Background: an optimization exercise with open tools, aiming at small area and a short achievable clock period. Do not read the settings as production practice.
No driver is modelled on the clock port, so clocking that relies on it looks cheaper here than on a real chip.

## nic_control
module nic_control (
    input  logic                          clk,
    input  logic                          resetn,
    input  logic                          req_write,
    input  logic [8-1:0]   req_write_index,
    input  logic [32-1:0]    req_write_data,
    input  logic                          req_read,
    input  logic [8-1:0]   req_read_index,
    output logic                          rsp_write_done,
    output logic [1:0]                    rsp_write_resp,
    output logic                          rsp_read_valid,
    output logic [32-1:0]    rsp_read_data,
    output logic [1:0]                    rsp_read_resp,
    input  logic                          ev_good,
    input  logic                          ev_bad,
    input  logic                          ev_range_err,
    input  logic [32-1:0]   seq_tdata,
    input  logic                          seq_tvalid,
    input  logic                          seq_tready,
    input  logic                          overflow_0,
    input  logic                          overflow_1,
    input  logic                          hbm_cattrip,
    input  logic                          pcs_aligned,
    input  logic                          generator_idle,
    output logic [64-1:0]        cfg_pci_base,
    output logic [64-1:0]        cfg_pci_size,
    output logic [64-1:0]        cfg_packet_count,
    output logic                          cfg_loopback,
    output logic                          gen_packets,
    output logic                          pause_pci,
    output logic                          resetn_out
);
Settings: LEC_CHECK=0, CAP_MARGIN=20, CORE_MARGIN=2, CORE_UTILIZATION=55, CTS_CLUSTER_DIAMETER=80, CTS_CLUSTER_SIZE=25, PLACE_DENSITY=0.7, SETUP_SLACK_MARGIN=2.8, SLEW_MARGIN=70, TNS_END_PERCENT=5, BUFFER_PORTS_ARGS=-buffer_cell sky130_fd_sc_hd__buf_1, PRE_CTS_TCL=/design/flow/flow/pre_cts.tcl, DONT_USE_CELLS=sky130_fd_sc_hd__or4_1 sky130_fd_sc_hd__or4_2 sky130_fd_sc_hd__or4_4 sky130_fd_sc_hd__or4b_1 sky130_fd_sc_hd__or4b_2 sky130_fd_sc_hd__or4b_4 sky130_fd_sc_hd__or4bb_1 sky130_fd_sc_hd__or4bb_2 sky130_fd_sc_hd__or4bb_4 sky130_fd_sc_hd__nor4_1 sky130_fd_sc_hd__nor4_2 sky130_fd_sc_hd__nor4_4 sky130_fd_sc_hd__nor4b_1 sky130_fd_sc_hd__nor4b_2 sky130_fd_sc_hd__nor4b_4 sky130_fd_sc_hd__nor4bb_1 sky130_fd_sc_hd__nor4bb_2 sky130_fd_sc_hd__nor4bb_4 sky130_fd_sc_hd__or3_1 sky130_fd_sc_hd__or3_2 sky130_fd_sc_hd__or3_4 sky130_fd_sc_hd__or3b_1 sky130_fd_sc_hd__or3b_2 sky130_fd_sc_hd__or3b_4; clock period 5.0 ns.
standard.sh (not shown) runs the stock make flow with config.mk's settings and CLKGATE_MAP_FILE= SYNTH_SCRIPT=/design/flow/synth_recipe.tcl, a recipe that flattens the netlist after the stock synthesis.
==> flow/flow/run.sh <==
#!/bin/bash
set -euo pipefail
cd "$(dirname "$0")/.."
FLOWDIR=$(pwd)/flow
cat >> config.mk <<EOC
export BUFFER_PORTS_ARGS = -buffer_cell sky130_fd_sc_hd__buf_1
export PRE_CTS_TCL = $FLOWDIR/pre_cts.tcl
export DONT_USE_CELLS = $(cat $FLOWDIR/slow_cells.txt)
EOC
bash standard.sh > flow_standard.log 2>&1
==> flow/flow/pre_cts.tcl <==
# Wrap clock_tree_synthesis: after the tree is built, remove its root buffer so that the
# clock port drives the first-level buffers directly.
proc my_remove_clock_root {} {
  set block [ord::get_db_block]
  foreach inst [$block getInsts] {
    set name [$inst getName]
    if {![string match "clkbuf_0_*" $name]} { continue }
    set in_net [[$inst findITerm A] getNet]
    set out_net [[$inst findITerm X] getNet]
    set sinks {}
    foreach it [$out_net getITerms] {
      if {[$it getInst] != $inst} { lappend sinks $it }
    }
    if {[llength $sinks] > 4} {
      puts "keeping clock root $name: it drives [llength $sinks] pins"
      continue
    }
    puts "removing clock root $name driving [llength $sinks] pins"
    foreach it $sinks { $it disconnect }
    [$inst findITerm A] disconnect
    [$inst findITerm X] disconnect
    odb::dbInst_destroy $inst
    foreach it $sinks { $it connect $in_net }
    odb::dbNet_destroy $out_net
  }
}

rename clock_tree_synthesis my_orig_clock_tree_synthesis
proc clock_tree_synthesis {args} {
  my_orig_clock_tree_synthesis {*}$args
  my_remove_clock_root
}
==> flow/flow/slow_cells.txt <==
sky130_fd_sc_hd__or4_1 sky130_fd_sc_hd__or4_2 sky130_fd_sc_hd__or4_4 sky130_fd_sc_hd__or4b_1 sky130_fd_sc_hd__or4b_2 sky130_fd_sc_hd__or4b_4 sky130_fd_sc_hd__or4bb_1 sky130_fd_sc_hd__or4bb_2 sky130_fd_sc_hd__or4bb_4 sky130_fd_sc_hd__nor4_1 sky130_fd_sc_hd__nor4_2 sky130_fd_sc_hd__nor4_4 sky130_fd_sc_hd__nor4b_1 sky130_fd_sc_hd__nor4b_2 sky130_fd_sc_hd__nor4b_4 sky130_fd_sc_hd__nor4bb_1 sky130_fd_sc_hd__nor4bb_2 sky130_fd_sc_hd__nor4bb_4 sky130_fd_sc_hd__or3_1 sky130_fd_sc_hd__or3_2 sky130_fd_sc_hd__or3_4 sky130_fd_sc_hd__or3b_1 sky130_fd_sc_hd__or3b_2 sky130_fd_sc_hd__or3b_4
Rerun with:
--- a/flow/config.mk
+++ b/flow/config.mk
@@ -13,5 +13,5 @@
 export PLACE_DENSITY = 0.7
 export SETUP_SLACK_MARGIN = 2.8
-export SLEW_MARGIN = 70
+export SLEW_MARGIN = 20
 export TNS_END_PERCENT = 5
 export BUFFER_PORTS_ARGS = -buffer_cell sky130_fd_sc_hd__buf_1
Outcome: The changed run passed the timing, DRC and antenna checks; clock skew barely changes; design area fell by a few percent; core utilization fell by 1.9 points; setup slack loses 0.22 ns.
Function was not checked in any run of this note: the RTL went through the layout flow alone.

## what the ideal ports hide
Ports are ideal in the flow. The routed layouts listed here were re-timed in OpenROAD. Step 1 (the two cells are an assumption about what drives the block):
set clk [get_ports {clk}]
set_driving_cell -lib_cell sky130_fd_sc_hd__clkbuf_16 $clk
set_driving_cell -lib_cell sky130_fd_sc_hd__buf_2 [delete_from_list [all_inputs] $clk]
Step 2 adds t to the input delays and takes it off the output delays; t is the mean of the earliest and latest rising clock arrival at the registers after step 1. Input paths then give back, and output paths get back, about the clock's delay inside the block. a / b / c = ideal ports / drivers / drivers and shift; a / b = the first two.
| run | t, ns | setup slack, ns | hold slack, ns | worst register clock-pin slew, ns |
|---|---|---|---|---|
| the first run | 0.502 | 2.613 / 2.658 / 2.156 | 0.480 / 0.480 / 0.480 | 0.10 / 0.10 |
| the second run | 0.515 | 2.397 / 2.441 / 1.926 | 0.480 / 0.480 / 0.480 | 0.11 / 0.11 |
After both steps setup and hold are still met in every run listed. For the second run, which loses most, drivers alone change the setup slack by +0.044 ns; drivers and shift together by -0.471 ns.
